This is an optimization exercise on Yosys and OpenROAD, whose aim is small area, a short achievable clock period and few clock cycles, not a production implementation.
RTL that was checked went through simulation tests only; none was proved equivalent to the original.
No functional check of the RTL was part of runs 4 to 7.
Power is estimated from default activity; no workload was simulated.

<file path="flow/design.v">
package udpb_pkg;
  localparam logic [15:0] IP_VER_TOS = 16'h4500;
  localparam logic [15:0] IP_FLAGS   = 16'h4000;
  localparam logic [7:0]  PROTO_UDP  = 8'd17;
  localparam logic [15:0] LEN_BASE = 16'd28;
  localparam logic [15:0] SUM_BASE = 16'hFFE8;
  localparam logic [31:0] RST_SOURCE_ADDRESS      = 32'h0606_0600;
  localparam logic [31:0] RST_DESTINATION_ADDRESS = 32'h0;
  localparam logic [15:0] RST_SOURCE_PORT         = 16'd6666;
  localparam logic [15:0] RST_DESTINATION_PORT    = 16'd0;
  localparam logic [7:0]  RST_TIME_TO_LIVE        = 8'd50;
  function automatic logic [15:0] add16(input logic [15:0] a, input logic [15:0] b,
                                        input logic cin);
    logic [15:0] g;
    logic [15:0] p;
    logic [15:0] gg;
    logic [15:0] pp;
    logic [15:0] c;
    g  = a & b;
    p  = a ^ b;
    gg = g;
    pp = p;
    for (int l = 0; l < 4; l++) begin
      for (int i = 0; i < 16; i++) begin
        if (((i >> l) & 1) == 1) begin
          gg[i] = gg[i] | (pp[i] & gg[((i >> l) << l) - 1]);
          pp[i] = pp[i] & pp[((i >> l) << l) - 1];
        end
      end
    end
    c[0] = cin;
    for (int i = 1; i < 16; i++) c[i] = gg[i-1] | (pp[i-1] & cin);
    add16 = p ^ c;
  endfunction
  function automatic logic [15:0] oc_add(input logic [15:0] a, input logic [15:0] b);
    logic [15:0] g;
    logic [15:0] p;
    logic [15:0] gg;
    logic [15:0] pp;
    logic [15:0] c;
    g  = a & b;
    p  = a ^ b;
    gg = g;
    pp = p;
    for (int l = 0; l < 4; l++) begin
      for (int i = 0; i < 16; i++) begin
        if (((i >> l) & 1) == 1) begin
          gg[i] = gg[i] | (pp[i] & gg[((i >> l) << l) - 1]);
          pp[i] = pp[i] & pp[((i >> l) << l) - 1];
        end
      end
    end
    c[0] = gg[15];
    for (int i = 1; i < 16; i++) c[i] = gg[i-1] | (pp[i-1] & gg[15]);
    oc_add = p ^ c;
  endfunction
endpackage
module udpb_front
(
  input  logic        clk,
  input  logic        rst,
  input  logic        in_v,
  input  logic [7:0]  in_b,
  input  logic        in_last,
  input  logic        take,
  output logic        go,
  output logic        hold,
  output logic [15:0] job_sum,
  output logic [15:0] job_len,
  output logic        job_ovf
);
  logic [15:0] acc;
  logic [15:0] cnt;
  logic        odd;
  logic        ovf;
  logic        fresh;   
  logic [15:0] acc_b;
  logic [15:0] cnt_b;
  logic        odd_b;
  logic        ovf_b;
  logic        cnt_sat;
  assign go    = in_v & (~hold | take);
  assign acc_b = fresh ? udpb_pkg::SUM_BASE : acc;
  assign cnt_b = fresh ? udpb_pkg::LEN_BASE : cnt;
  assign odd_b = odd;   
  assign ovf_b = ~fresh & ovf;
  assign cnt_sat = &cnt_b;
  always_ff @(posedge clk) begin
    if (go) begin
      acc <= udpb_pkg::oc_add(acc_b, odd_b ? {8'h00, in_b} : {in_b, 8'h00});
      cnt <= cnt_sat ? cnt_b : udpb_pkg::add16(cnt_b, 16'h0000, 1'b1);
      ovf <= ovf_b | cnt_sat;
    end
  end
  always_ff @(posedge clk) begin
    if (rst) begin
      fresh <= 1'b1;
      hold  <= 1'b0;
      odd   <= 1'b0;
    end else begin
      if (go) begin
        fresh <= in_last;
        odd   <= ~odd & ~in_last;
      end
      hold <= (go & in_last) | (hold & ~take);
    end
  end
  assign job_sum = acc;
  assign job_len = cnt;
  assign job_ovf = ovf;
endmodule
module udpb_back
(
  input  logic        clk,
  input  logic        rst,
  input  logic        cfg_write,
  input  logic [31:0] sa,
  input  logic [31:0] da,
  input  logic [15:0] sp,
  input  logic [15:0] dp,
  input  logic [7:0]  ttl,
  input  logic        hold,
  input  logic [15:0] job_sum,
  input  logic [15:0] job_len,
  input  logic        job_ovf,
  output logic        take,
  input  logic        pop,
  output logic        empty,
  output logic [21:0] result
);
  logic        busy;
  logic        pre;
  logic        dirty;
  logic [3:0]  k;
  logic        empty_r;
  logic [15:0] out_word;
  logic        out_lerr;
  logic        out_eoh;
  logic [15:0] blen;
  logic        bovf;
  logic [15:0] acc_ip;
  logic [15:0] acc_udp;
  logic [3:0]  nk;    
  logic        adv;
  logic        start_pre;
  logic [15:0] word;
  assign nk        = (k == 4'd13) ? 4'd0 : k + 4'd1;
  assign adv       = busy & (pre | empty_r | pop);
  assign take      = hold & ((~busy & ~dirty) | (adv & ~pre & (nk == 4'd13)));
  assign start_pre = ~busy & dirty;
  assign empty  = empty_r;
  assign result = {out_word, k, out_lerr, out_eoh};
  always_comb begin
    case (nk)
      4'd0:    word = udpb_pkg::IP_VER_TOS;
      4'd1:    word = blen;
      4'd2:    word = 16'h0000;
      4'd3:    word = udpb_pkg::IP_FLAGS;
      4'd4:    word = {ttl, udpb_pkg::PROTO_UDP};
      4'd5:    word = ~acc_ip;
      4'd6:    word = sa[31:16];
      4'd7:    word = sa[15:0];
      4'd8:    word = da[31:16];
      4'd9:    word = da[15:0];
      4'd10:   word = sp;
      4'd11:   word = dp;
      4'd12:   word = udpb_pkg::add16(blen, 16'hFFEC, 1'b0);
      default: word = (&acc_udp) ? 16'hFFFF : ~acc_udp;
    endcase
  end
  always_ff @(posedge clk) begin
    if (rst) begin
      busy    <= 1'b0;
      pre     <= 1'b0;
      dirty   <= 1'b1;
      empty_r <= 1'b1;
    end else begin
      if (take) begin
        busy <= 1'b1;
      end else if (start_pre) begin
        busy <= 1'b1;
        pre  <= 1'b1;
      end else if (adv & (nk == (pre ? 4'd10 : 4'd13))) begin
        busy <= 1'b0;
        pre  <= 1'b0;
      end
      if (cfg_write) begin
        dirty <= 1'b1;
      end else if (start_pre) begin
        dirty <= 1'b0;
      end
      if (adv) begin
        empty_r <= pre;
      end else if (pop) begin
        empty_r <= 1'b1;
      end
    end
  end
  always_ff @(posedge clk) begin
    if (start_pre) begin
      k <= 4'd3;
    end else if (adv) begin
      k <= (pre & (nk == 4'd10)) ? 4'd13 : nk;
    end
    if (take) begin
      blen    <= job_len;
      bovf    <= job_ovf;
    end
    if (adv) begin
      out_word <= word;
      out_lerr <= bovf;
      out_eoh  <= (nk == 4'd13);
    end
    if (adv) begin
      case (nk)
        4'd1, 4'd2, 4'd3, 4'd4, 4'd7, 4'd8, 4'd9, 4'd10:
          acc_ip <= udpb_pkg::oc_add(acc_ip, out_word);
        4'd5:    acc_ip <= out_word;   
        default: ;
      endcase
    end
    if (take) begin
      acc_udp <= {job_sum[0], job_sum[15:1]};
    end else if (adv) begin
      case (nk)
        4'd2, 4'd7, 4'd8, 4'd9, 4'd10, 4'd11, 4'd12:
          acc_udp <= udpb_pkg::oc_add(acc_udp, out_word);
        4'd3:    acc_udp <= {acc_udp[14:0], acc_udp[15]};
        default: ;
      endcase
    end
  end
endmodule
module udp_ipv4_header_builder_unit
(
  input  logic                   clk,
  input  logic                   rst,
  input  logic                   push,
  output logic                   full,
  input  logic [8:0]             item,
  output logic                   empty,
  input  logic                   pop,
  output logic [21:0]            result,
  input  logic                   cfg_write,
  input  logic [2:0]             cfg_index,
  input  logic [31:0]            cfg_data
);
  logic [31:0] sa;
  logic [31:0] da;
  logic [15:0] sp;
  logic [15:0] dp;
  logic [7:0]  ttl;
  logic        full_r;
  logic        in_v;
  logic [7:0]  in_b;
  logic        in_last;
  logic        accept;
  logic        go;
  logic        hold;
  logic        take;
  logic [15:0] job_sum;
  logic [15:0] job_len;
  logic        job_ovf;
  assign full   = full_r;
  assign accept = push & ~full_r;
  logic [31:0] wd0;   
  logic [31:0] wd1;   
  logic [4:0]  wen;
  assign wd0 = rst ? 32'h0 : cfg_data;
  assign wd1 = rst ? 32'hFFFF_FFFF : cfg_data;
  assign wen[0] = rst | (cfg_write & (cfg_index == 3'd0));
  assign wen[1] = rst | (cfg_write & (cfg_index == 3'd1));
  assign wen[2] = rst | (cfg_write & (cfg_index == 3'd2));
  assign wen[3] = rst | (cfg_write & (cfg_index == 3'd3));
  assign wen[4] = rst | (cfg_write & (cfg_index == 3'd4));
  function automatic logic [31:0] pick(input logic [31:0] rv, input logic [31:0] d0,
                                       input logic [31:0] d1);
    pick = (rv & d1) | (~rv & d0);
  endfunction
  logic [31:0] sa_d;
  logic [31:0] da_d;
  logic [31:0] sp_d;
  logic [31:0] dp_d;
  logic [31:0] ttl_d;
  assign sa_d  = pick(udpb_pkg::RST_SOURCE_ADDRESS, wd0, wd1);
  assign da_d  = pick(udpb_pkg::RST_DESTINATION_ADDRESS, wd0, wd1);
  assign sp_d  = pick(32'(udpb_pkg::RST_SOURCE_PORT), wd0, wd1);
  assign dp_d  = pick(32'(udpb_pkg::RST_DESTINATION_PORT), wd0, wd1);
  assign ttl_d = pick(32'(udpb_pkg::RST_TIME_TO_LIVE), wd0, wd1);
  always_ff @(posedge clk) begin
    if (wen[0]) sa  <= sa_d;
    if (wen[1]) da  <= da_d;
    if (wen[2]) sp  <= sp_d[15:0];
    if (wen[3]) dp  <= dp_d[15:0];
    if (wen[4]) ttl <= ttl_d[7:0];
  end
  always_ff @(posedge clk) begin
    if (rst) begin
      in_v   <= 1'b0;
      full_r <= 1'b0;
    end else begin
      in_v   <= accept | (in_v & ~go);
      full_r <= (accept | (in_v & ~go)) & ((go & in_last) | (hold & ~take));
    end
    if (accept) begin
      in_b    <= item[8:1];
      in_last <= item[0];
    end
  end
  udpb_front u_front (
    .clk     (clk),
    .rst     (rst),
    .in_v    (in_v),
    .in_b    (in_b),
    .in_last (in_last),
    .take    (take),
    .go      (go),
    .hold    (hold),
    .job_sum (job_sum),
    .job_len (job_len),
    .job_ovf (job_ovf)
  );
  udpb_back u_back (
    .clk       (clk),
    .rst       (rst),
    .cfg_write (cfg_write),
    .sa        (sa),
    .da        (da),
    .sp        (sp),
    .dp        (dp),
    .ttl       (ttl),
    .hold      (hold),
    .job_sum   (job_sum),
    .job_len   (job_len),
    .job_ovf   (job_ovf),
    .take      (take),
    .pop       (pop),
    .empty     (empty),
    .result    (result)
  );
endmodule
</file>
<file path="flow/flow/run.sh">
#!/bin/bash
# The standard layout (the standard.sh, synthesis unchanged) with two
# placement/repair settings ORFS reads from the environment:
#  - every port still gets a buffer, but of the smallest plain buffer cell
#    (buf_1, which the resizer may upsize) instead of the delay-cell-sized
#    default that buffer_ports picks;
#  - power recovery after global routing downsizes gates that have slack.
set -euo pipefail
export BUFFER_PORTS_ARGS="-buffer_cell sky130_fd_sc_hd__buf_1"
export RECOVER_POWER=100
bash standard.sh > standard.log 2>&1
</file>
<file path="flow/standard.sh">
#!/bin/bash
# synth_recipe.tcl (not shown) runs the flow's synth.tcl, then flattens the netlist and writes it again
# the make line also repeats each setting of config.mk as NAME=value (left out here)
make -C /OpenROAD-flow-scripts/flow DESIGN_CONFIG=/design/flow/config.mk WORK_HOME=/design/flow/orfs CLKGATE_MAP_FILE= SYNTH_SCRIPT=/design/flow/synth_recipe.tcl "${@:-finish}"
</file>
<file path="flow/config.mk">
export PLATFORM = sky130hd
export DESIGN_NAME = udp_ipv4_header_builder_unit
export DESIGN_NICKNAME = udp_ipv4_header_builder_unit
export VERILOG_FILES = /design/flow/design.v
export SDC_FILE = /design/flow/constraint.sdc
export NUM_CORES = 4
export LEC_CHECK = 0
export ABC_CLOCK_PERIOD_IN_PS = 2200
export CAP_MARGIN = 20
export CORE_MARGIN = 2
export CORE_UTILIZATION = 40
export SETUP_SLACK_MARGIN = 2.9
export SLEW_MARGIN = 20
</file>
<file path="flow/constraint.sdc">
create_clock -name core_clock -period 6.0 [get_ports {clk}]
set_input_delay 1.2000 -clock core_clock [delete_from_list [all_inputs] [get_ports {clk}]]
set_output_delay 1.2000 -clock core_clock [all_outputs]
set_load 0.01 [all_outputs]
</file>
==> results of run 1 <==
-- routing by layer --
metal / track usage / wire [um] / part of all wire / up-vias
met5: 0 / 0 / 0 / -
met4: 0.0608 / 816 / 0.024 / 0
met3: 0.0411 / 2550 / 0.076 / 56
met2: 0.330 / 15400 / 0.46 / 359
met1: 0.291 / 14800 / 0.44 / 4401
li1: - / - / - / 4354
-- timing repair --
item	4_1_cts	5_1_grt
hold buffers	0	0
resized for setup	11	13
endpoints found under the setup margin	13	16
buffers inserted	2	3
pin swaps	1	4
gates cloned	0	1
-- cells in the mapped netlist, drive strengths merged, types with 11 or more instances --
| library cell | instances | share of area |
|---|---|---|
| a211oi | 17 | 0.010 |
| a21o | 16 | 0.0099 |
| a21oi | 92 | 0.038 |
| a221oi | 12 | 0.0091 |
| a22oi | 23 | 0.014 |
| a31oi | 13 | 0.0066 |
| and2 | 16 | 0.0081 |
| and3 | 14 | 0.0071 |
| buf | 17 | 0.0071 |
| clkbuf | 31 | 0.0095 |
| dfxtp | 13 | 0.021 |
| edfxtp | 213 | 0.52 |
| ha | 55 | 0.056 |
| inv | 29 | 0.0089 |
| mux2i | 11 | 0.0090 |
| nand2 | 85 | 0.026 |
| nand2b | 12 | 0.0061 |
| nand3 | 27 | 0.011 |
| nor2 | 76 | 0.023 |
| nor2b | 67 | 0.034 |
| nor3 | 21 | 0.0090 |
| o21ai | 65 | 0.028 |
| or2 | 29 | 0.015 |
| xnor2 | 19 | 0.014 |
| xor2 | 29 | 0.021 |
-- report_power, final --
group	leakage, uW	internal (uW)	total, uW	switching [uW]
Combinational	0.00234	811	2070	1260
Clock	0.000379	850	1480	628
Sequential	0.00214	2100	2330	238
Total	0.00486	3760	5890	2130
-- state kept, by name (all words and copies together) (netlist names), 4 cells and up --
name,count
in_b,8
dp,16
u_front.cnt,16
sp,16
u_back.out_word,16
ttl,8
da,32
sa,32
u_back.acc_udp,16
u_front.acc,16
u_back.blen,16
u_back.acc_ip,16
u_back.k,4
-- kinds of logic (layout without fill, tap and decap cells) --
kind of cell | count (synthesis) | count (layout) | share of synthesized area
mux | 12 | 12 | 0.00988
flops | 226 | 226 | 0.542
compound gates | 312 | 312 | 0.168
xor+xnor | 48 | 48 | 0.0348
simple gates | 377 | 378 | 0.159
buf+inv | 77 | 168 | 0.0255
fa+ha+maj | 58 | 58 | 0.0609
-- metrics by stage --
step / instance area, um^2 / utilization / hold slack, ns / cells
2_1_floorplan: 12300 / - / 0.400 / 1110
3_3_place_gp: 13000 / 0.427 / 0.406 / 1547
3_5_place_dp: 13000 / 0.427 / 0.427 / 1548
4_1_cts: 13800 / 0.455 / 0.441 / 1594
5_1_grt: 13800 / 0.454 / 0.439 / 1598
6_report: 13800 / 0.454 / 0.434 / 1598
-- path summary, 6_finish.rpt --
path         slack [ns]                     start                          end
max                1.72  u_back.k[0]$_SDFFE_PP1P_  u_back.acc_udp[4]$_DFFE_PP_
min                0.43     u_back.bovf$_DFFE_PP_    u_back.out_lerr$_DFFE_PP_
max reg2reg        1.72  u_back.k[0]$_SDFFE_PP1P_  u_back.acc_udp[4]$_DFFE_PP_
min reg2reg        0.43     u_back.bovf$_DFFE_PP_    u_back.out_lerr$_DFFE_PP_
-- cell type report --
| type | count | area [um^2] | share of cell area |
|---|---|---|---|
| flip-flops and latches | 226 | 6660 | 0.482 |
| multi-input cells | 808 | 5370 | 0.389 |
| clock buffers | 36 | 697 | 0.0505 |
| well taps | 396 | 495 | 0.0359 |
| repair buffers | 95 | 392 | 0.0284 |
| inverters | 29 | 114 | 0.00825 |
| clock inverters | 8 | 76.3 | 0.00553 |
==> summary.txt, run 1 <==
Status
  – Status: finished with violations
  – Failed Checks: capacitance limit, slew limit

Logic synthesis
  – Synthesized flop and latch total: 226
  – Post-synthesis sequential area ratio: 0.542
  – Post-synthesis async set-or-reset flop share: 0
  – Ys flop type: edfxtp_1
  – Syn_area_per_cell: 11.1 um^2
  – Netlist cell types: 75
  – Post-synth EDFFs: 213
  – Cells after Synth: 1110
  – Net Count, Synth: 1217
  – Syn Std Cell Area: 12300 um^2
  – Yosys warning total: 3

Critical path
  – Critical path type: reg -> reg
  – CP max stage delay: 0.88 ns
  – CP max stage cell: o41ai_1
  – Cells on worst reg2reg path: 6
  – CP Depth: 6
  – Crit path max-delay family: buffers and inverters
  – Arr. time, crit path: 4.43 ns
  – Startpoint types: register
  – Crit path top cell by count: clkbuf_1
  – Worst path cell trace: clkbuf_1 -> nand2b_1 -> o41ai_1 -> nand2_1 -> o21ai_0 -> clkbuf_1
  – Worst path bufs/invs: 2
  – Crit path max fanout: 34
  – Worst setup EP type: register
  – Required time of the critical path: 6.15 ns

STA
  – Final min period: 4.28 ns
  – Peak Freq: 234 MHz
  – Total negative slack: 0 ns
  – Fin worst setup slack: 1.72 ns
  – Max-slew violation total from the final report: 195
  – Normalized max-slew margin: -0.476
  – Worst Skew: 0.0254 ns
  – Worst-Margin Slew: 2.21 ns
  – Final Setup Violations: 0
  – Fin crit share: 0.713
  – Hold Fails Final Rpt: 0
  – RSZ-0062 raised after global routing: true

Route
  – Total iterations of the first detailed-routing run: 6
  – Post-route ant nets: 0
  – Routed vias/inst: 5.74
  – Iter 0 DRT Violations: 980
  – Total number of vias: 9170
  – Total Routed Length: 33.6 mm
  – DRC Markers: 0
  – Avg WL per Cell: 21.1 um

Die
  – I/O pin count: 73
  – Std cell rows: 64
  – Initial core utilization: 0.404
  – Die W: 179 um
  – Core footprint: 30400 um^2
  – Total die area: 32100 um^2
  – Die height: 179 um

Placed design
  – DP Wirelength: 23.6 mm
  – PortBufs: 72
  – Routability cong.: 0.905
  – Placement Setup Slack: 1.98 ns

Power
  – Pwr Total: 5890 uW
  – Leak: 0.00486 uW
  – Power per standard cell area: 426 nW/um^2
  – Max VDD drop: 0.191 mV

Clock tree
  – CTS Buffer Depth: 3
  – Number of H-tree levels: 1
  – Root buffer cell: clkbuf_16
  – CTS tree: built
  – CTS Buf Count: 25
  – Clock latency (worst-skew pair): 0.55 ns
  – Clock slew at reported path FFs: 0.06 ns
  – Clock sinks: 226

Hold path
  – Tightest Hold Check Type: reg -> reg
  – WHS Path Cells: 0

Global routing
  – Largest net degree at the start of global routing: 58
  – First-pass GRT wire length: 50.9 mm
  – Gr ovfl total: 0
  – Gr usage total: 0.209
  – Initial antenna violation count: 0
  – Number of global-route vias before repair: 8651

Final layout
  – Most frequent cells in the layout: edfxtp_1 (213), a21oi_1 (90), nand2_1 (86)
  – Fraction of layout cells with a size suffix above 1: 0.0799
  – Area Overhead vs Synth: 12.3%
  – ANT cells: 0
  – Most common cell after layout, fill and taps aside: edfxtp_1
  – Layout net count: 1292
  – Fillers: 2885

Run
  – Max-Cap Viols: 5
Testbench counts, summed over its fixed seeds: cycles 55,014.
==> run 2, diff against run 1 <==
==> flow/flow/run.sh (replaced) <==
#!/bin/bash
# The standard layout (the standard.sh, synthesis unchanged) with one
# placement setting ORFS reads from the environment:
#  every port still gets a buffer, but of the smallest plain buffer cell
#  (buf_1, which the resizer may upsize) instead of the delay-cell-sized
#  default that buffer_ports picks.

set -euo pipefail
export BUFFER_PORTS_ARGS="-buffer_cell sky130_fd_sc_hd__buf_1"
bash standard.sh > standard.log 2>&1
==> run 2 against run 1 <==
  * The run now finishes clean
  * Final area grew 0.94%
  * Fmax grew 41%
  * Worst hold slack lost 0.0018 ns
  * Sequential share of layout area shrank 0.45 points
  * Synthesized area is the same
  * Die area is the same
  * Sequential power is essentially flat
  * Synthesized cell count is the same
  * Clock skew grew 0.0019 ns
  * Worst setup slack gained 1.2 ns
  * Clock-buffer cell count is the same
  * Sequential cell count is the same
  * Critical path type unchanged
==> summary.txt, run 2 <==
Final layout
  – Layout net count: 1292
  – Fraction of layout cells with a size suffix above 1: 0.103
  – Final core occ: 0.458
  – Biggest registers after layout: da (32), sa (32)
  – Fillers: 2859
  – Area Overhead vs Synth: 13.4%
  – Final cell count without fillers: 1598
  – Final Cell Area: 13900 um^2
  – Most frequent cells in the layout: edfxtp_1 (213), a21oi_1 (89), nand2_1 (84)
  – ANT cells: 0
  – Most common cell after layout, fill and taps aside: edfxtp_1

Placed design
  – Routability cong.: 0.905
  – DP Wirelength: 23.6 mm
  – Placement Setup Slack: 1.98 ns
  – PortBufs: 72
  – # placed instances: 1548
  – Cell Area, Placed: 13000 um^2

Route
  – Total iterations of the first detailed-routing run: 6
  – Iter 0 DRT Violations: 964
  – Total number of vias: 9175
  – Post-route ant nets: 0
  – Total Routed Length: 33.6 mm
  – Routed vias/inst: 5.74
  – Avg WL per Cell: 21.0 um
  – DRC Markers: 0

Critical path
  – Worst setup EP type: register
  – Startpoint types: register
  – CP max stage delay: 0.51 ns
  – CP max stage cell: or4_4
  – Arr. time, crit path: 3.30 ns
  – Worst path cell trace: buf_6 -> or2_2 -> ha_1 -> and3_1 -> a21boi_0 -> or4_4 -> nand3_4 -> inv_1 -> fa_1 -> xor2_1
  – Crit path max fanout: 37
  – Critical path type: reg -> reg
  – Worst path bufs/invs: 2
  – Required time of the critical path: 6.28 ns
  – Reg2Reg Setup Slack: 2.97 ns
  – Crit path max-delay family: simple AND/OR/NAND/NOR gates

Die
  – Die height: 179 um
  – Core footprint: 30400 um^2
  – Initial core utilization: 0.404
  – Total die area: 32100 um^2
  – I/O pin count: 73
  – Std cell rows: 64
  – Die W: 179 um

STA
  – Fin worst setup slack: 2.97 ns
  – Hold Fails Final Rpt: 0
  – Total negative slack: 0 ns
  – Worst Skew: 0.0273 ns
  – Worst-Margin Slew: 1.11 ns
  – Fin crit share: 0.504
  – Max-slew violation total from the final report: 0
  – Normalized max-slew margin: 0.260
  – Final min period: 3.03 ns
  – Peak Freq: 330 MHz
  – Final Setup Violations: 0
  – RSZ-0062 raised after global routing: true

Logic synthesis
  – Post-synth EDFFs: 213
  – Syn_area_per_cell: 11.1 um^2
  – Synth area leader: edfxtp_1
  – Synth area leaders: edfxtp_1 (52%), ha_1 (5.6%), a21oi_1 (3.7%)
  – Post-synthesis async set-or-reset flop share: 0
  – Yosys warning total: 3
  – Top cells by count, synth: edfxtp_1 (213), a21oi_1 (91), nand2_1 (85), nor2_1 (75), nor2b_1 (67)
  – Synthesized flop and latch total: 226
  – Post-synthesis sequential area ratio: 0.542
  – Top-area cell type share of the netlist area: 0.521
  – Syn Std Cell Area: 12300 um^2
  – Ys flop type: edfxtp_1
  – Cells after Synth: 1110
  – Net Count, Synth: 1217
  – Cell with the most instances after synthesis: edfxtp_1
  – Netlist cell types: 75

Clock tree
  – Clock sinks: 226
  – CTS tree: built
  – Root buffer cell: clkbuf_16
  – CTS Buffer Depth: 3
  – Clock latency (worst-skew pair): 0.55 ns
  – Clock slew at reported path FFs: 0.06 ns
  – Number of H-tree levels: 1
  – Cts hold-fix bufs: 0
  – CTS Buf Count: 25

Global routing
  – Largest net degree at the start of global routing: 58
  – Initial antenna violation count: 0
  – First-pass GRT wire length: 50.9 mm
  – Gr usage total: 0.209
  – Number of global-route vias before repair: 8651
  – Gr ovfl total: 0

Hold path
  – Tightest Hold Check Type: reg -> reg

Status
  – Status: finished clean

Run
  – Max-Cap Viols: 0

Power
  – Leak: 0.00496 uW
  – Max VDD drop: 0.194 mV
  – Power per standard cell area: 424 nW/um^2
==> run 2: cell count changes in the layout (fill, tap and decap cells not counted), moves of 5 or more <==
| cell | before | now |
|---|---|---|
| clkbuf_1 | 22 | 8 |
| o21ai_0 | 58 | 52 |
| buf_4 | 9 | 21 |
| o21ai_1 | 3 | 8 |
==> run 2: stage by stage <==
step                      total power [uW]  hold slack, ns
after floorplan                       3760           0.400
after global placement                4330           0.406
after detailed placement              4370           0.427
after CTS                             5870           0.441
after global routing                  6250           0.439
final                                 5910           0.432
==> run 2: power by group <==
part	internal (uW)	switching [uW]
sequential	2090	239
combinational	829	1270
clock	849	626
==> run 2: kinds of logic after synthesis <==
family                   Yosys count  share of synthesized area
AND/OR/NAND/NOR                  377                      0.159
XOR/XNOR                          48                     0.0348
buffers and inverters             77                     0.0255
multiplexers                      12                    0.00988
adder cells (fa/ha/maj)           58                     0.0609
flip-flops                       226                      0.542
AO/OA/AOI/OAI                    312                      0.168
==> run 2: path summary, 6_finish.rpt <==
path | end | cells past startpoint | start
min | u_back.out_lerr$_DFFE_PP_ | 0 | u_back.bovf$_DFFE_PP_
min reg2reg | u_back.out_lerr$_DFFE_PP_ | 0 | u_back.bovf$_DFFE_PP_
max reg2reg | u_front.acc[1]$_DFFE_PP_ | 10 | u_front.fresh$_SDFFE_PP1P_
max | u_front.acc[1]$_DFFE_PP_ | 10 | u_front.fresh$_SDFFE_PP1P_
==> run 2: cell type report <==
| cell class | instances | area (um^2) | area share |
|---|---|---|---|
| Timing Repair Buffer | 95 | 452 | 0.0324 |
| Sequential cell | 226 | 6660 | 0.478 |
| Multi-Input combinational cell | 808 | 5440 | 0.391 |
| Clock inverter | 8 | 76.3 | 0.00548 |
| Clock buffer | 36 | 697 | 0.0500 |
| Inverter | 29 | 114 | 0.00817 |
| Tap cell | 396 | 495 | 0.0356 |
==> run 2: repair_timing <==
item	in CTS	in global routing
resized for setup	11	13
endpoints found under the hold margin	0	0
pin swaps	1	4
endpoints found under the setup margin	13	16
buffers inserted	2	3
cloned	0	1
==> run 2: metal layers <==
layer	global-route usage	vias up	routed length, um
met5	0	-	0
met4	0.0608	0	820
met3	0.0411	54	2560
met2	0.330	327	15300
met1	0.291	4441	14900
li1	-	4353	-
==> run 3, diff against run 2 <==
--- a/flow/config.mk
+++ b/flow/config.mk
@@ -9,5 +9,7 @@
 export CAP_MARGIN = 20
 export CORE_MARGIN = 2
 export CORE_UTILIZATION = 40
+export CTS_CLUSTER_DIAMETER = 80
+export CTS_CLUSTER_SIZE = 36
 export SETUP_SLACK_MARGIN = 2.9
 export SLEW_MARGIN = 20
==> run 3 against run 2 <==
  * Sequential share of layout area is 0.78 points higher
  * Global-route usage shrank 0.26 points
  * Clock skew decreased by 0.0021 ns
  * Worst hold slack better by 0.012 ns
  * Critical path type unchanged
  * Largest power group unchanged
==> summary.txt, run 3 <==
Status
  – Status: finished clean

Logic synthesis
  – Yosys warning total: 3
  – Synthesized flop and latch total: 226
  – Post-synthesis sequential area ratio: 0.542
  – Post-synth EDFFs: 213
  – Netlist cell types: 75
  – Synth area leaders: edfxtp_1 (52%), ha_1 (5.6%), a21oi_1 (3.7%)
  – Ys flop type: edfxtp_1
  – Synth area leader: edfxtp_1
  – Top cells by count, synth: edfxtp_1 (213), a21oi_1 (91), nand2_1 (85), nor2_1 (75), nor2b_1 (67)
  – Cell with the most instances after synthesis: edfxtp_1
  – Net Count, Synth: 1217
  – Syn Std Cell Area: 12300 um^2
  – Post-synthesis async set-or-reset flop share: 0
  – Syn_area_per_cell: 11.1 um^2
  – Top-area cell type share of the netlist area: 0.521
  – Cells after Synth: 1110

STA
  – Fin worst setup slack: 2.95 ns
  – Worst Skew: 0.0252 ns
  – Worst-Margin Slew: 1.06 ns
  – RSZ-0062 raised after global routing: true
  – Normalized max-slew margin: 0.290
  – Final Setup Violations: 0
  – Fin crit share: 0.508
  – Max-slew violation total from the final report: 0
  – Min Hold Slack: 0.444 ns
  – Peak Freq: 328 MHz
  – Hold Fails Final Rpt: 0
  – Final min period: 3.05 ns
  – Total negative slack: 0 ns

Critical path
  – Worst setup EP type: register
  – Worst path bufs/invs: 2
  – CP startpoint: u_front.fresh$_SDFFE_PP1P_
  – Arr. time, crit path: 3.31 ns
  – Startpoint types: register
  – CP max stage cell: or4_4
  – Required time of the critical path: 6.25 ns
  – Worst path cell trace: buf_6 -> or2_2 -> ha_1 -> and3_1 -> a21boi_0 -> or4_4 -> nand3_4 -> inv_1 -> fa_1 -> xor2_1
  – CP max stage delay: 0.51 ns
  – Crit path max fanout: 37
  – Crit path max-delay family: simple AND/OR/NAND/NOR gates
  – Worst R2R Start: u_front.fresh$_SDFFE_PP1P_
  – Reg2Reg Setup Slack: 2.95 ns
  – Critical path type: reg -> reg

Global routing
  – Gr ovfl total: 0
  – Number of global-route vias before repair: 8543
  – Largest net degree at the start of global routing: 58
  – First-pass GRT wire length: 50.4 mm
  – Initial antenna violation count: 0
  – Gr usage total: 0.206

Clock tree
  – CTS tree: built
  – Clock latency (worst-skew pair): 0.51 ns
  – Clock sinks: 226
  – Root buffer cell: clkbuf_16
  – Number of H-tree levels: 1
  – Clock slew at reported path FFs: 0.12 ns
  – CTS Buf Count: 14
  – CTS Buffer Depth: 3

Die
  – Total die area: 32100 um^2
  – Die W: 179 um
  – Initial core utilization: 0.404
  – Core footprint: 30400 um^2
  – I/O pin count: 73
  – Die height: 179 um
  – Std cell rows: 64

Final layout
  – Fillers: 2858
  – Layout net count: 1282
  – Fraction of layout cells with a size suffix above 1: 0.0981
  – Area Overhead vs Synth: 11.6%
  – Multi-input logic area: 5450 um^2
  – Most common cell after layout, fill and taps aside: edfxtp_1
  – Biggest registers after layout: da (32), sa (32)
  – ANT cells: 0
  – Register Area: 6660 um^2
  – Most frequent cells in the layout: edfxtp_1 (213), a21oi_1 (89), nand2_1 (84)
  – Final cell count without fillers: 1579

Run
  – Max-Cap Viols: 0

Power
  – Pwr Total: 5590 uW
  – Power per standard cell area: 408 nW/um^2
  – Leak: 0.00484 uW
  – Max VDD drop: 0.196 mV

Hold path
  – Tightest Hold Check Type: reg -> reg
  – Worst hold start: u_back.bovf$_DFFE_PP_

Placed design
  – PortBufs: 72
  – Routability cong.: 0.905
  – Placement Setup Slack: 1.98 ns
  – DP Wirelength: 23.6 mm
  – # placed instances: 1548

Route
  – Total Routed Length: 33.2 mm
  – Iter 0 DRT Violations: 1088
  – DRC Markers: 0
  – Total number of vias: 9069
  – Post-route ant nets: 0
  – Avg WL per Cell: 21.0 um
  – Total iterations of the first detailed-routing run: 5
  – Routed vias/inst: 5.74
## run 3: cell counts after synthesis
Identical to the previous run, type by type.
## run 3: final timing paths
kind / to / cells after the start
worst max-delay path: u_front.acc[1]$_DFFE_PP_ / 10
worst min-delay path: u_back.out_lerr$_DFFE_PP_ / 0
worst max register to register: u_front.acc[1]$_DFFE_PP_ / 10
worst min register to register: u_back.out_lerr$_DFFE_PP_ / 0
## run 3: cell families after synthesis
| kind of cell | count (synthesis) | synth area share |
|---|---|---|
| adder cells (fa/ha/maj) | 58 | 0.0609 |
| multiplexers | 12 | 0.00988 |
| AND/OR/NAND/NOR | 377 | 0.159 |
| buffers and inverters | 77 | 0.0255 |
| flip-flops | 226 | 0.542 |
| AO/OA/AOI/OAI | 312 | 0.168 |
| XOR/XNOR | 48 | 0.0348 |
## run 3: repair_timing
item                                    in CTS  in global routing
gates cloned                                 0                  1
endpoints found under the setup margin      27                 18
gates resized for setup                     11                 15
pin swaps                                    1                  5
hold buffers                                 0                  0
buffers inserted                             2                  4
## run 3: worst register-to-register path, stage by stage (launching register included)
cell and delay [ns]:
dfxtp_1 0.32, buf_6 0.19, or2_2 0.32, ha_1 0.35, and3_1 0.20, a21boi_0 0.15
or4_4 0.51, nand3_4 0.11, inv_1 0.08, fa_1 0.43, xor2_1 0.15
## run 3: cell type report
class,count,area share
clock buffer,16,0.0284
inverter,29,0.00830
clock inverter,8,0.0103
multi-input combinational,808,0.398
tap,396,0.0361
sequential,226,0.486
timing repair buffer,96,0.0338
## run 3: through the flow
step	cell area (um^2)	util
2_1_floorplan	12300	-
3_3_place_gp	13000	0.427
3_5_place_dp	13000	0.427
4_1_cts	13600	0.447
5_1_grt	13700	0.451
6_report	13700	0.451
## run 3: metal layers
layer	share of wire	up-vias	track usage
met5	0	-	0
met4	0.026	0	0.0588
met3	0.081	50	0.0439
met2	0.46	342	0.324
met1	0.44	4356	0.288
li1	-	4321	-
## run 3: where the power goes
part           switching, uW  internal [uW]
combinational           1270            832
clock                    637            523
sequential               239           2090
total                   2150           3440
==> run 4, diff against run 3 <==
--- a/flow/design.v
+++ b/flow/design.v
@@ -164,7 +164,7 @@
       4'd9:    word = da[15:0];
       4'd10:   word = sp;
       4'd11:   word = dp;
-      4'd12:   word = udpb_pkg::add16(blen, 16'hFFEC, 1'b0);
+      4'd12:   word = blen;   
       default: word = (&acc_udp) ? 16'hFFFF : ~acc_udp;
     endcase
   end
@@ -205,6 +205,8 @@
     if (take) begin
       blen    <= job_len;
       bovf    <= job_ovf;
+    end else if (adv & (nk == 4'd1)) begin
+      blen    <= udpb_pkg::add16(blen, 16'hFFEC, 1'b0);
     end
     if (adv) begin
       out_word <= word;
--- a/flow/config.mk
+++ b/flow/config.mk
@@ -9,7 +9,7 @@
 export CAP_MARGIN = 20
 export CORE_MARGIN = 2
 export CORE_UTILIZATION = 40
-export CTS_CLUSTER_DIAMETER = 80
-export CTS_CLUSTER_SIZE = 36
-export SETUP_SLACK_MARGIN = 2.9
+export CTS_CLUSTER_DIAMETER = 70
+export CTS_CLUSTER_SIZE = 32
+export SETUP_SLACK_MARGIN = 3.0
 export SLEW_MARGIN = 20
==> run 4 against run 3 <==
  * Core utilization is 1.9 points higher
  * Register-to-register slack better by 0.13 ns
  * Worst hold slack worse by 0.015 ns
  * Combinational power is 7% higher
  * Cell count is 1.5% higher
  * Sequential share of layout area is 2.0 points lower
  * Wire length is 4.1% higher
  * Largest cell class unchanged
  * Clock power is 13% higher
  * Clock skew is 0.0031 ns higher
  * Die area hardly changed
  * Synthesized area hardly changed
  * Clock-buffer cell count is 3 higher
==> summary.txt, run 4 <==
Status
  – Status: finished clean

Placed design
  – Cell Area, Placed: 13000 um^2
  – # placed instances: 1528
  – PortBufs: 72
  – Routability cong.: 0.850
  – DP Wirelength: 24.2 mm

Die
  – Core footprint: 30400 um^2
  – Die W: 179 um
  – Std cell rows: 64
  – Initial core utilization: 0.404
  – I/O pin count: 73
  – Total die area: 32200 um^2
  – Die height: 179 um

Logic synthesis
  – Largest family of logic cells by synthesized area: compound AO/OA/AOI/OAI gates
  – Netlist cell types: 69
  – Top-area cell type share of the netlist area: 0.520
  – Simple-gate share of the synthesized area: 0.158
  – Syn Std Cell Area: 12300 um^2
  – Cells after Synth: 1099
  – Ys flop type: edfxtp_1
  – Synth Area in Compound Gates: 0.168
  – Synth area leaders: edfxtp_1 (52%), ha_1 (5.6%), a21oi_1 (3.8%)
  – Net Count, Synth: 1206
  – Post-synth EDFFs: 213
  – Post-synthesis adder-cell area fraction: 0.0609
  – Syn_area_per_cell: 11.2 um^2
  – Top cells by count, synth: edfxtp_1 (213), a21oi_1 (94), nand2_1 (75), nor2b_1 (68), nor2_1 (67)
  – Synthesized flop and latch total: 226
  – Multiplexer area fraction after synthesis: 0.0116
  – Synth area leader: edfxtp_1
  – Post-synthesis async set-or-reset flop share: 0
  – Xor and xnor area share after synthesis: 0.0356
  – Yosys warning total: 3
  – Cell with the most instances after synthesis: edfxtp_1
  – Post-synthesis sequential area ratio: 0.541

STA
  – Min Hold Slack: 0.429 ns
  – Worst Skew: 0.0283 ns
  – Final Setup Violations: 0
  – Normalized max-slew margin: 0.296
  – Hold Fails Final Rpt: 0
  – RSZ-0062 raised after global routing: true
  – Final min period: 2.92 ns
  – Fin crit share: 0.487
  – Peak Freq: 342 MHz
  – Worst-Margin Slew: 1.05 ns
  – Max-slew violation total from the final report: 0
  – Total negative slack: 0 ns

Hold path
  – WHS Path Cells: 0
  – End of the worst hold path: u_back.out_lerr$_DFFE_PP_
  – Worst hold start: u_back.bovf$_DFFE_PP_
  – Tightest Hold Check Type: reg -> reg

Critical path
  – Cells on worst reg2reg path: 8
  – Crit path max fanout: 5
  – Worst R2R Start: u_back.out_word[12]$_DFFE_PP_
  – Arr. time, crit path: 3.18 ns
  – Startpoint types: register
  – CP max stage delay: 0.54 ns
  – Reg-to-reg endpoint: u_back.acc_udp[15]$_DFFE_PP_
  – CP max stage cell: edfxtp_1
  – Critical path type: reg -> reg
  – Required time of the critical path: 6.26 ns
  – Worst setup EP type: register
  – Reg2Reg Setup Slack: 3.08 ns
  – Worst path cell trace: ha_1 -> a21o_1 -> a221o_1 -> a22oi_2 -> o2111ai_1 -> and3_1 -> or3_1 -> a221o_1
  – Crit path top cell by count: a221o_1

Global routing
  – Initial antenna violation count: 0
  – Gr ovfl total: 0
  – Number of global-route vias before repair: 8833
  – Largest net degree at the start of global routing: 44
  – Gr usage total: 0.213
  – First-pass GRT wire length: 51.9 mm

Route
  – Routed wl met3: 2.35 mm
  – DRC Markers: 0
  – Total iterations of the first detailed-routing run: 8
  – Total Routed Length: 34.6 mm
  – Routed vias/inst: 5.82
  – Avg WL per Cell: 21.6 um
  – DRT met1 WL: 15.4 mm
  – Top Layer Used: met4
  – Met2 wire len: 15.7 mm
  – Iter 0 DRT Violations: 948
  – Total number of vias: 9322
  – Post-route ant nets: 0

Power
  – Leak: 0.00509 uW
  – Psw: 2180 uW
  – Int Pwr: 3690 uW
  – Flop pwr share: 0.394
  – Power per standard cell area: 410 nW/um^2
  – Clock power frac: 0.223
  – Switch share: 0.371
  – Max VDD drop: 0.202 mV
  – Combinational share of power: 0.383

Clock tree
  – Cts hold-fix bufs: 0
  – CTS Buffer Depth: 3
  – CTS tree: built
  – Clock sinks: 226
  – Clock latency (worst-skew pair): 0.52 ns
  – Number of H-tree levels: 1
  – Root buffer cell: clkbuf_16
  – Clock slew at reported path FFs: 0.10 ns
  – CTS Buf Count: 18

Final layout
  – Biggest registers after layout: da (32), sa (32)
  – Fillers: 2793
  – Final cell count without fillers: 1603
  – Layout net count: 1303
  – Most common cell after layout, fill and taps aside: edfxtp_1
  – ANT cells: 0
  – Register Area: 6660 um^2
  – Most frequent cells in the layout: edfxtp_1 (213), a21oi_1 (91), nand2_1 (72)
  – Fraction of layout cells with a size suffix above 1: 0.148
  – Final Cell Area: 14300 um^2
  – Area Overhead vs Synth: 16.4%
  – Multi-input logic area: 5650 um^2

Run
  – Max-Cap Viols: 0
[run 4: stage by stage]
step	total power, uW	worst slack [ns]	util
after CTS	5710	2.95	0.455
final	5870	3.08	0.470
after floorplan	3730	3.01	-
after global routing	6210	2.96	0.470
after detailed placement	4330	2.12	0.427
after global placement	4280	2.19	0.427
[run 4: how the worst max path moves through the flow]
stage | from | to | slack [ns]
4_1_cts | pop | u_front.fresh$_SDFFE_PP1P_ | 2.95
3_3_place_gp | pop | u_back.acc_udp[8]$_DFFE_PP_ | 2.19
3_5_place_dp | pop | u_back.acc_udp[8]$_DFFE_PP_ | 2.12
5_1_grt | pop | u_back.acc_udp[15]$_DFFE_PP_ | 2.96
6_report | u_back.out_word[12]$_DFFE_PP_ | u_back.acc_udp[15]$_DFFE_PP_ | 3.08
2_1_floorplan | u_front.fresh$_SDFFE_PP1P_ | u_front.cnt[12]$_DFFE_PP_ | 3.01
[run 4: power groups by stage]
stage	logic (uW)	registers, uW	clock network [uW]
after floorplan	1480	2250	0
after global placement	1890	2390	0
after detailed placement	1940	2390	0
after CTS	2060	2320	1340
after global routing	2480	2330	1390
final	2250	2310	1310
[run 4: final cells by class]
type / instances / share of cell area
timing repair buffer: 125 / 0.0513
clock buffer: 19 / 0.0332
timing repair inverter: 3 / 0.00140
inverter: 24 / 0.00682
tap: 396 / 0.0346
multi-input combinational: 798 / 0.395
sequential: 226 / 0.466
clock inverter: 12 / 0.0116
[run 4: what timing repair did]
| item | 4_1_cts | 5_1_grt |
|---|---|---|
| pin swaps | 2 | 10 |
| resized for setup | 14 | 52 |
| gates cloned | 1 | 3 |
| endpoints found under the setup margin | 25 | 107 |
| setup buffers | 18 | 21 |
[run 4: worst max-delay path: cells and delay by family, from the launching register on]
| family | cells | cell delay (ns) |
|---|---|---|
| compound gates | 5 | 1.27 |
| fa+ha+maj | 1 | 0.33 |
| flops | 1 | 0.54 |
| simple gates | 2 | 0.53 |
[run 4: cell families after synthesis]
group	after synthesis
flops	226
simple gates	362
fa+ha+maj	58
xor+xnor	50
compound gates	314
buf+inv	75
mux	14
[run 4: per-layer routing]
metal | GRT usage | vias to the layer above
met4 | 0.0696 | 0
li1 | - | 4381
met3 | 0.0339 | 63
met5 | 0 | -
met1 | 0.301 | 4556
met2 | 0.336 | 322
==> run 5, diff against run 4 <==
--- a/flow/config.mk
+++ b/flow/config.mk
@@ -11,5 +11,6 @@
 export CORE_UTILIZATION = 40
 export CTS_CLUSTER_DIAMETER = 70
 export CTS_CLUSTER_SIZE = 32
-export SETUP_SLACK_MARGIN = 3.0
+export PLACE_DENSITY = 0.75
+export SETUP_SLACK_MARGIN = 2.9
 export SLEW_MARGIN = 20
==> run 5 against run 4 <==
  * Clock skew shrank 0.0027 ns
  * Die area is the same
  * First-iteration DRC count grew 2.4%
  * Wire length shrank 3.6%
  * Sequential share of layout area grew 1.2 points
  * Combinational power shrank 4%
  * Clock-buffer cell count shrank 4
  * Fmax shrank 3.8%
==> summary.txt, run 5 <==
Status
  – Status: finished clean

Placed design
  – DP Wirelength: 23.3 mm
  – Placement Setup Slack: 2.17 ns
  – PortBufs: 72
  – Routability cong.: 0.928
  – # placed instances: 1529

Critical path
  – Startpoint types: register
  – Critical path type: reg -> reg
  – Crit path max fanout: 5
  – Arr. time, crit path: 3.30 ns
  – Required time of the critical path: 6.26 ns
  – Worst setup EP type: register

Die
  – Die height: 179 um
  – Core footprint: 30400 um^2
  – Total die area: 32200 um^2
  – Std cell rows: 64
  – Die W: 179 um
  – Initial core utilization: 0.404
  – I/O pin count: 73

Global routing
  – First-pass GRT wire length: 49.8 mm
  – Largest net degree at the start of global routing: 43
  – Number of global-route vias before repair: 8792
  – Gr usage total: 0.202
  – Initial antenna violation count: 0
  – Gr ovfl total: 0

Final layout
  – Final cell count without fillers: 1584
  – Multi-input logic area: 5510 um^2
  – Most frequent cells in the layout: edfxtp_1 (213), a21oi_1 (92), nand2_1 (73)
  – Fraction of layout cells with a size suffix above 1: 0.124
  – ANT cells: 0
  – Register Area: 6660 um^2
  – Most common cell after layout, fill and taps aside: edfxtp_1
  – Layout net count: 1287
  – Biggest registers after layout: da (32), sa (32)
  – Fillers: 2776
  – Area Overhead vs Synth: 13.4%

STA
  – Hold Fails Final Rpt: 0
  – Worst-Margin Slew: 1.11 ns
  – Final Setup Violations: 0
  – Worst Skew: 0.0256 ns
  – Max-slew violation total from the final report: 0
  – Min Hold Slack: 0.438 ns
  – Fin crit share: 0.506
  – Normalized max-slew margin: 0.261
  – Final min period: 3.04 ns
  – Peak Freq: 329 MHz
  – RSZ-0062 raised after global routing: false
  – Total negative slack: 0 ns
  – Fin worst setup slack: 2.96 ns

Power
  – Combinational share of power: 0.380
  – Flop pwr share: 0.411
  – Clock power frac: 0.210
  – Leak: 0.00494 uW
  – Switch share: 0.373
  – Int Pwr: 3540 uW
  – Pwr Total: 5650 uW
  – Max VDD drop: 0.267 mV
  – Psw: 2110 uW
  – Power per standard cell area: 405 nW/um^2

Logic synthesis
  – Multiplexer area fraction after synthesis: 0.0116
  – Simple-gate share of the synthesized area: 0.158
  – Synthesized flop and latch total: 226
  – Syn Std Cell Area: 12300 um^2
  – Top-area cell type share of the netlist area: 0.520
  – Post-synthesis async set-or-reset flop share: 0
  – Syn_area_per_cell: 11.2 um^2
  – Synth Area in Compound Gates: 0.168
  – Cells after Synth: 1099
  – Post-synth EDFFs: 213
  – Xor and xnor area share after synthesis: 0.0356
  – Post-synthesis sequential area ratio: 0.541
  – Ys flop type: edfxtp_1
  – Largest family of logic cells by synthesized area: compound AO/OA/AOI/OAI gates
  – Cell with the most instances after synthesis: edfxtp_1
  – Synth area leader: edfxtp_1
  – Top cells by count, synth: edfxtp_1 (213), a21oi_1 (94), nand2_1 (75), nor2b_1 (68), nor2_1 (67)
  – Netlist cell types: 69
  – Yosys warning total: 3
  – Net Count, Synth: 1206
  – Post-synthesis adder-cell area fraction: 0.0609
  – Synth area leaders: edfxtp_1 (52%), ha_1 (5.6%), a21oi_1 (3.8%)

Route
  – Post-route ant nets: 0
  – Avg WL per Cell: 21.1 um
  – Routed vias/inst: 5.89
  – Total number of vias: 9327
  – Iter 0 DRT Violations: 971
  – Total Routed Length: 33.3 mm
  – DRC Markers: 0
  – Total iterations of the first detailed-routing run: 6

Run
  – Max-Cap Viols: 0

Clock tree
  – Clock latency (worst-skew pair): 0.52 ns
  – Number of H-tree levels: 1
  – Clock sinks: 226
  – CTS Buffer Depth: 3
  – CTS Buf Count: 14
  – Root buffer cell: clkbuf_16
  – CTS tree: built
  – Clock slew at reported path FFs: 0.11 ns
  – Cts hold-fix bufs: 0

Hold path
  – Tightest Hold Check Type: reg -> reg
run 5: cell counts after synthesis:
Identical to the previous run, type by type.
run 5: cells by family after synthesis:
| logic type | count (synthesis) |
|---|---|
| DFF | 226 |
| xor gates and xnor gates | 50 |
| muxes | 14 |
| adders and majority gates | 58 |
| AOI/OAI and AO/OA | 314 |
| and+or+nand+nor | 362 |
| buffers and inverters | 75 |
run 5: through the flow:
stage	util	area [um^2]
after global placement	0.426	13000
after floorplan	-	12300
after detailed placement	0.426	13000
after CTS	0.447	13600
final	0.458	13900
after global routing	0.458	13900
run 5: area by class of cell:
class / count / share of cell area
sequential: 226 / 0.478
multi-input combinational: 798 / 0.396
timing repair buffer: 114 / 0.0430
tap: 396 / 0.0356
clock buffer: 15 / 0.0269
clock inverter: 9 / 0.0133
inverter: 24 / 0.00700
timing repair inverter: 2 / 0.000898
run 5: worst paths after layout:
| path | startpoint | end | slack (ns) | cells past startpoint |
|---|---|---|---|---|
| min reg2reg | u_back.bovf$_DFFE_PP_ | u_back.out_lerr$_DFFE_PP_ | 0.44 | 0 |
| max | u_back.acc_udp[14]$_DFFE_PP_ | u_back.acc_udp[15]$_DFFE_PP_ | 2.96 | 8 |
| max reg2reg | u_back.acc_udp[14]$_DFFE_PP_ | u_back.acc_udp[15]$_DFFE_PP_ | 2.96 | 8 |
| min | u_back.bovf$_DFFE_PP_ | u_back.out_lerr$_DFFE_PP_ | 0.44 | 0 |
run 5: power groups by stage:
stage	Clock, uW	Combinational [uW]	Sequential, uW
detailed placement	0	1910	2380
global route	1250	2370	2330
finish	1180	2150	2320
CTS	1190	1940	2340
global placement	0	1850	2370
floorplan	0	1470	2250
run 5: worst max-delay path: stages (launching register included):
cell and delay [ns]:
edfxtp_1 0.55, ha_1 0.39, and3_1 0.17, a221o_1 0.41, a22oi_2 0.21, o2111ai_1 0.17
and3_1 0.22, or3_1 0.35, a221o_1 0.33
run 5: repair_timing:
item                       4_1_cts  5_1_grt
setup buffers                    4       25
pin swaps                        1        5
resized for setup                6       36
cloned                           1        1
setup endpoints to repair       10       62
run 5: routing by layer:
| layer | vias to the layer above | track usage | part of all wire |
|---|---|---|---|
| li1 | 4329 | - | - |
| met1 | 4488 | 0.264 | 0.40 |
| met2 | 453 | 0.330 | 0.47 |
| met3 | 57 | 0.0454 | 0.10 |
| met4 | 0 | 0.0702 | 0.027 |
| met5 | - | 0 | 0 |
==> run 6, diff against run 5 <==
--- a/flow/config.mk
+++ b/flow/config.mk
@@ -8,9 +8,8 @@
 export ABC_CLOCK_PERIOD_IN_PS = 2200
 export CAP_MARGIN = 20
 export CORE_MARGIN = 2
-export CORE_UTILIZATION = 40
+export CORE_UTILIZATION = 55
 export CTS_CLUSTER_DIAMETER = 70
 export CTS_CLUSTER_SIZE = 32
-export PLACE_DENSITY = 0.75
 export SETUP_SLACK_MARGIN = 2.9
 export SLEW_MARGIN = 20
==> run 6 against run 5 <==
  * Fmax decreased by 0.18%
  * Sequential share of layout area about the same
  * Sequential power about the same
  * Non-clock buffer count rose by 16
  * Core utilization rose by 18 points
  * Synthesized area unchanged
  * Clock skew increased by 0.0076 ns
  * Register-to-register slack about the same
  * Critical path depth rose by 3
  * Highest routed layer unchanged
==> summary.txt, run 6 <==
Status
  – Status: finished clean

Die
  – Initial core utilization: 0.562
  – I/O pin count: 73
  – Std cell rows: 54
  – Total die area: 23600 um^2
  – Core footprint: 21900 um^2
  – Die height: 154 um
  – Die W: 154 um

STA
  – Hold Fails Final Rpt: 0
  – Fin crit share: 0.507
  – Max-slew violation total from the final report: 0
  – Total negative slack: 0 ns
  – Final min period: 3.04 ns
  – Normalized max-slew margin: 0.201
  – Worst Skew: 0.0332 ns
  – Min Hold Slack: 0.454 ns
  – Final Setup Violations: 0
  – RSZ-0062 raised after global routing: true
  – Worst-Margin Slew: 1.20 ns
  – Peak Freq: 329 MHz

Clock tree
  – Number of H-tree levels: 1
  – CTS tree: built
  – Clock sinks: 226
  – Root buffer cell: clkbuf_16
  – Clock latency (worst-skew pair): 0.52 ns
  – Clock slew at reported path FFs: 0.09 ns
  – CTS Buffer Depth: 3
  – Cts hold-fix bufs: 0
  – CTS Buf Count: 16

Final layout
  – Layout net count: 1304
  – Most frequent cells in the layout: edfxtp_1 (213), a21oi_1 (93), nand2_1 (74)
  – Biggest registers after layout: da (32), sa (32)
  – ANT cells: 0
  – Fraction of layout cells with a size suffix above 1: 0.129
  – Most common cell after layout, fill and taps aside: edfxtp_1
  – Area Overhead vs Synth: 13.3%
  – Fillers: 1722

Logic synthesis
  – Ys flop type: edfxtp_1
  – Cell with the most instances after synthesis: edfxtp_1
  – Netlist cell types: 69
  – Top-area cell type share of the netlist area: 0.520
  – Synth area leaders: edfxtp_1 (52%), ha_1 (5.6%), a21oi_1 (3.8%)
  – Yosys warning total: 3
  – Cells after Synth: 1099
  – Syn_area_per_cell: 11.2 um^2
  – Post-synth EDFFs: 213
  – Net Count, Synth: 1206
  – Top cells by count, synth: edfxtp_1 (213), a21oi_1 (94), nand2_1 (75), nor2b_1 (68), nor2_1 (67)
  – Synthesized flop and latch total: 226
  – Synth area leader: edfxtp_1
  – Post-synthesis sequential area ratio: 0.541
  – Post-synthesis async set-or-reset flop share: 0
  – Syn Std Cell Area: 12300 um^2

Global routing
  – Largest net degree at the start of global routing: 58
  – First-pass GRT wire length: 50.4 mm
  – Number of global-route vias before repair: 8585
  – Gr usage total: 0.275
  – Initial antenna violation count: 0
  – Gr ovfl total: 0

Critical path
  – Worst path bufs/invs: 4
  – Arr. time, crit path: 3.42 ns
  – Crit path top cell by count: buf_4
  – Worst setup EP type: register
  – Required time of the critical path: 6.38 ns
  – CP max stage delay: 0.56 ns
  – Worst path cell trace: buf_12 -> nor2b_4 -> ha_4 -> nand4_1 -> or4b_4 -> or4_4 -> or3_4 -> clkbuf_2 -> buf_4 -> buf_4 -> nand2b_1
  – Crit path max-delay family: simple AND/OR/NAND/NOR gates
  – CP max stage cell: or4_4
  – Startpoint types: register
  – Crit path max fanout: 6
  – Critical path type: reg -> reg

Power
  – Leak: 0.00506 uW
  – Power per standard cell area: 406 nW/um^2
  – Max VDD drop: 0.301 mV

Route
  – Total Routed Length: 32.8 mm
  – Total iterations of the first detailed-routing run: 6
  – DRC Markers: 0
  – Routed vias/inst: 6.17
  – Total number of vias: 9174
  – Post-route ant nets: 0
  – Iter 0 DRT Violations: 837
  – Avg WL per Cell: 22.1 um

Placed design
  – DP Wirelength: 22.9 mm
  – PortBufs: 72
  – Routability cong.: 0.872

Run
  – Max-Cap Viols: 0

Hold path
  – Tightest Hold Check Type: reg -> reg
-- run 6: changes by cell type in the layout (fill, tap and decap cells not counted), moves of 3 or more --
cell and change:
clkinv_16 -3, buf_4 +12, inv_12 -3, clkbuf_16 +3
-- run 6: cell families (layout without fill, tap and decap cells) --
kind of cell               after synthesis  count (layout)  synth area share
xor gates and xnor gates                50              50            0.0356
and+or+nand+nor                        362             362             0.158
buffers and inverters                   75             183            0.0244
AOI/OAI and AO/OA                      314             314             0.168
muxes                                   14              14            0.0116
adders and majority gates               58              58            0.0609
DFF                                    226             226             0.541
-- run 6: cell type report --
cell class | instances | area (um^2) | area share
Sequential cell | 226 | 6660 | 0.478
Multi-Input combinational cell | 798 | 5490 | 0.394
Timing Repair Buffer | 130 | 759 | 0.0545
Clock buffer | 19 | 433 | 0.0311
Tap cell | 280 | 350 | 0.0251
Clock inverter | 9 | 135 | 0.00970
Inverter | 24 | 97.6 | 0.00700
Timing Repair inverter | 1 | 7.51 | 0.000539
-- run 6: worst paths after layout --
check                              from                         to  slack, ns  cells after the start
max          u_front.fresh$_SDFFE_PP1P_   u_front.cnt[4]$_DFFE_PP_       2.96                     11
min               u_back.bovf$_DFFE_PP_  u_back.out_lerr$_DFFE_PP_       0.45                      0
max reg2reg  u_front.fresh$_SDFFE_PP1P_   u_front.cnt[4]$_DFFE_PP_       2.96                     11
min reg2reg       u_back.bovf$_DFFE_PP_  u_back.out_lerr$_DFFE_PP_       0.45                      0
-- run 6: worst register-to-register path, stage by stage (launching register included) --
cell      delay (ns)
dfxtp_4         0.37
buf_12          0.14
nor2b_4         0.13
ha_4            0.15
nand4_1         0.12
or4b_4          0.52
or4_4           0.56
or3_4           0.42
clkbuf_2        0.17
buf_4           0.15
buf_4           0.12
nand2b_1        0.06
-- run 6: stage by stage --
stage / cell area (um^2) / util / cells / power [uW] / setup slack [ns]
after detailed placement: 12800 / 0.586 / 1414 / 4300 / 1.84
after global placement: 12800 / 0.586 / 1414 / 4270 / 1.89
after global routing: 13900 / 0.636 / 1487 / 5980 / 2.85
after CTS: 13600 / 0.621 / 1460 / 5530 / 2.91
after floorplan: 12300 / - / 1099 / 3720 / 2.91
final: 13900 / 0.636 / 1487 / 5660 / 2.96
-- run 6: power by group --
| part | internal, uW | total [uW] | switching (uW) | leakage (uW) |
|---|---|---|---|---|
| registers | 2100 | 2310 | 217 | 0.00215 |
| clock network | 625 | 1200 | 575 | 0.000277 |
| logic | 897 | 2140 | 1250 | 0.00264 |
| total | 3620 | 5660 | 2040 | 0.00506 |
-- run 6: routing by layer --
layer,vias to the layer above,global-route usage,routed length (um)
met4,0,0.0651,780
met3,42,0.0411,2680
li1,4371,-,-
met2,346,0.439,15100
met1,4415,0.401,14200
met5,-,0,0
-- run 6: timing repair --
action,CTS,global route
setup endpoints to repair,43,41
buffers inserted,17,26
pin swaps,1,8
gates resized for setup,10,32
cloned,1,1
==> run 7, diff against run 6 <==
--- a/flow/config.mk
+++ b/flow/config.mk
@@ -8,8 +8,8 @@
 export ABC_CLOCK_PERIOD_IN_PS = 2200
 export CAP_MARGIN = 20
 export CORE_MARGIN = 2
-export CORE_UTILIZATION = 55
-export CTS_CLUSTER_DIAMETER = 70
-export CTS_CLUSTER_SIZE = 32
+export CORE_UTILIZATION = 40
+export CTS_CLUSTER_DIAMETER = 60
+export CTS_CLUSTER_SIZE = 36
 export SETUP_SLACK_MARGIN = 2.9
 export SLEW_MARGIN = 20
==> run 7 against run 6 <==
  * Still clean
  * Worst setup slack improved by 0.0093 ns
  * Sequential power about the same
  * Die area rose by 36%
  * Sequential share of layout area fell by 0.67 points
  * Clock-buffer cell count increased by 3
  * Critical path depth fell by 3
  * Clock skew grew 0.018 ns
  * Largest power group unchanged
==> summary.txt, run 7 <==
Final layout
  – Multi-input logic area: 5490 um^2
  – Most common cell after layout, fill and taps aside: edfxtp_1
  – Layout net count: 1291
  – Final Cell Area: 14100 um^2
  – Fillers: 2845
  – ANT cells: 0
  – Final cell count without fillers: 1594
  – Register Area: 6660 um^2
  – Area Overhead vs Synth: 14.9%
  – Most frequent cells in the layout: edfxtp_1 (213), a21oi_1 (93), nand2_1 (72)
  – Fraction of layout cells with a size suffix above 1: 0.124
  – Biggest registers after layout: da (32), sa (32)

Placed design
  – Routability cong.: 0.838
  – PortBufs: 72
  – DP Wirelength: 24.1 mm
  – Cell Area, Placed: 13000 um^2
  – # placed instances: 1528

Clock tree
  – Clock sinks: 226
  – Clock slew at reported path FFs: 0.08 ns
  – CTS Buf Count: 20
  – Clock latency (worst-skew pair): 0.54 ns
  – CTS tree: built
  – Cts hold-fix bufs: 0
  – Number of H-tree levels: 1
  – Root buffer cell: clkbuf_16
  – CTS Buffer Depth: 3

STA
  – Fin crit share: 0.505
  – Max-slew violation total from the final report: 0
  – Min Hold Slack: 0.429 ns
  – Final min period: 3.03 ns
  – Worst Skew: 0.0511 ns
  – Worst-Margin Slew: 1.01 ns
  – Normalized max-slew margin: 0.325
  – Peak Freq: 330 MHz
  – RSZ-0062 raised after global routing: true
  – Final Setup Violations: 0
  – Total negative slack: 0 ns
  – Hold Fails Final Rpt: 0

Die
  – Initial core utilization: 0.404
  – Die W: 179 um
  – Die height: 179 um
  – Core footprint: 30400 um^2
  – Std cell rows: 64
  – Total die area: 32200 um^2
  – I/O pin count: 73

Logic synthesis
  – Net Count, Synth: 1206
  – Syn Std Cell Area: 12300 um^2
  – Post-synthesis async set-or-reset flop share: 0
  – Top-area cell type share of the netlist area: 0.520
  – Top cells by count, synth: edfxtp_1 (213), a21oi_1 (94), nand2_1 (75), nor2b_1 (68), nor2_1 (67)
  – Cell with the most instances after synthesis: edfxtp_1
  – Synthesized flop and latch total: 226
  – Synth area leaders: edfxtp_1 (52%), ha_1 (5.6%), a21oi_1 (3.8%)
  – Post-synth EDFFs: 213
  – Ys flop type: edfxtp_1
  – Syn_area_per_cell: 11.2 um^2
  – Synth area leader: edfxtp_1
  – Netlist cell types: 69
  – Yosys warning total: 3
  – Post-synthesis sequential area ratio: 0.541
  – Cells after Synth: 1099

Hold path
  – Tightest Hold Check Type: reg -> reg
  – End of the worst hold path: u_back.out_lerr$_DFFE_PP_
  – WHS Path Cells: 0
  – Worst hold start: u_back.bovf$_DFFE_PP_

Route
  – Avg WL per Cell: 21.5 um
  – Total iterations of the first detailed-routing run: 6
  – Routed vias/inst: 5.80
  – Total Routed Length: 34.2 mm
  – Iter 0 DRT Violations: 932
  – Post-route ant nets: 0
  – Total number of vias: 9239
  – DRC Markers: 0

Critical path
  – Cells on worst reg2reg path: 8
  – Worst setup EP type: register
  – Reg2Reg Setup Slack: 2.97 ns
  – Crit path max fanout: 5
  – Required time of the critical path: 6.27 ns
  – Reg-to-reg endpoint: u_back.acc_udp[15]$_DFFE_PP_
  – Critical path type: reg -> reg
  – Startpoint types: register
  – Arr. time, crit path: 3.30 ns
  – Worst R2R Start: u_back.out_word[13]$_DFFE_PP_

Global routing
  – First-pass GRT wire length: 51.5 mm
  – Number of global-route vias before repair: 8665
  – Gr usage total: 0.212
  – Initial antenna violation count: 0
  – Largest net degree at the start of global routing: 44
  – Gr ovfl total: 0

Power
  – Power per standard cell area: 417 nW/um^2
  – Max VDD drop: 0.246 mV
  – Leak: 0.00507 uW

Run
  – Max-Cap Viols: 0

Status
  – Status: finished clean
## run 7: cell families (layout without fill, tap and decap cells)
| family | count (synthesis) | in the layout | synth area share |
|---|---|---|---|
| DFF | 226 | 226 | 0.541 |
| xor gates and xnor gates | 50 | 50 | 0.0356 |
| muxes | 14 | 14 | 0.0116 |
| and+or+nand+nor | 362 | 362 | 0.158 |
| adders and majority gates | 58 | 58 | 0.0609 |
| buffers and inverters | 75 | 174 | 0.0244 |
| AOI/OAI and AO/OA | 314 | 314 | 0.168 |
## run 7: timing repair
item,CTS,global route
resized for setup,6,33
gates cloned,1,1
buffers inserted,7,20
setup endpoints to repair,24,48
pin swaps,1,3
## run 7: critical path: stages, from the launching register on
cell and delay [ns]:
edfxtp_1 0.44, ha_1 0.38, a21o_1 0.22, a221o_1 0.37, a22oi_2 0.29, o2111ai_1 0.18
and3_1 0.22, or3_1 0.33, a221o_1 0.33
## run 7: through the flow
stage,power [uW],utilization,worst slack [ns]
3_3_place_gp,4280,0.426,1.92
6_report,5890,0.464,2.97
3_5_place_dp,4320,0.426,1.87
4_1_cts,5790,0.453,2.90
2_1_floorplan,3720,-,2.91
5_1_grt,6220,0.464,2.80
## run 7: report_power, final
part           switching (uW)  internal, uW
registers                 238          2100
clock network             664           790
logic                    1230           871
total                    2140          3760
## run 7: layout make-up
cell class,count,area share
Timing Repair Buffer,113,0.0451
Clock buffer,22,0.0367
Sequential cell,226,0.471
Tap cell,396,0.0351
Multi-Input combinational cell,798,0.388
Timing Repair inverter,1,0.000532
Inverter,24,0.00691
Clock inverter,14,0.0158
## run 7: worst max path at each step
stage                                   from                           end  slack [ns]  cells after the start
2_1_floorplan                            pop   u_back.acc_udp[0]$_DFFE_PP_        2.91                      7
3_3_place_gp                             pop   u_back.acc_udp[8]$_DFFE_PP_        1.92                      9
3_5_place_dp                             pop   u_back.acc_udp[8]$_DFFE_PP_        1.87                      9
4_1_cts          u_back.acc_udp[1]$_DFFE_PP_   u_back.acc_udp[1]$_DFFE_PP_        2.90                     11
5_1_grt                                  pop    u_front.fresh$_SDFFE_PP1P_        2.80                      7
6_report       u_back.out_word[13]$_DFFE_PP_  u_back.acc_udp[15]$_DFFE_PP_        2.97                      8
## run 7: metal layers
metal	GRT usage	routed length, um
met5	0	0
met4	0.0628	858
met3	0.0420	2740
met2	0.333	15500
met1	0.296	15100

[static timing again, ports no longer ideal]
How much do the figures lean on ideal ports? The routed layouts below were timed once more, with nothing changed but the port constraints. Step 1 assumes that a clkbuf_16 drives the clock port and a buf_2 every other input. Step 2 adds t to the input delays and takes it off the output delays; t is the mean of the earliest and latest rising clock arrival at the registers after step 1. Input paths then give back, and output paths get back, about the clock's delay inside the block. Slacks: ideal ports / drivers / drivers and shift; pairs: ideal ports / drivers.
run	t (ns)	setup slack, ns	hold slack, ns
run 1	0.585	1.724 / 1.724 / 1.285	0.434 / 0.434 / 0.434
run 2	0.586	2.974 / 2.974 / 2.615	0.432 / 0.432 / 0.432
run 3	0.542	2.949 / 2.949 / 2.478	0.444 / 0.444 / 0.444
run 4	0.551	3.079 / 3.079 / 2.592	0.429 / 0.429 / 0.429
run 5	0.552	2.965 / 2.965 / 2.492	0.438 / 0.438 / 0.438
run 6	0.546	2.959 / 2.959 / 2.515	0.454 / 0.454 / 0.454
run 7	0.572	2.968 / 2.968 / 2.434	0.429 / 0.429 / 0.429
The setup slack of run 7, which loses most, moves by 0.000 ns with the drivers and by -0.534 ns with both steps.
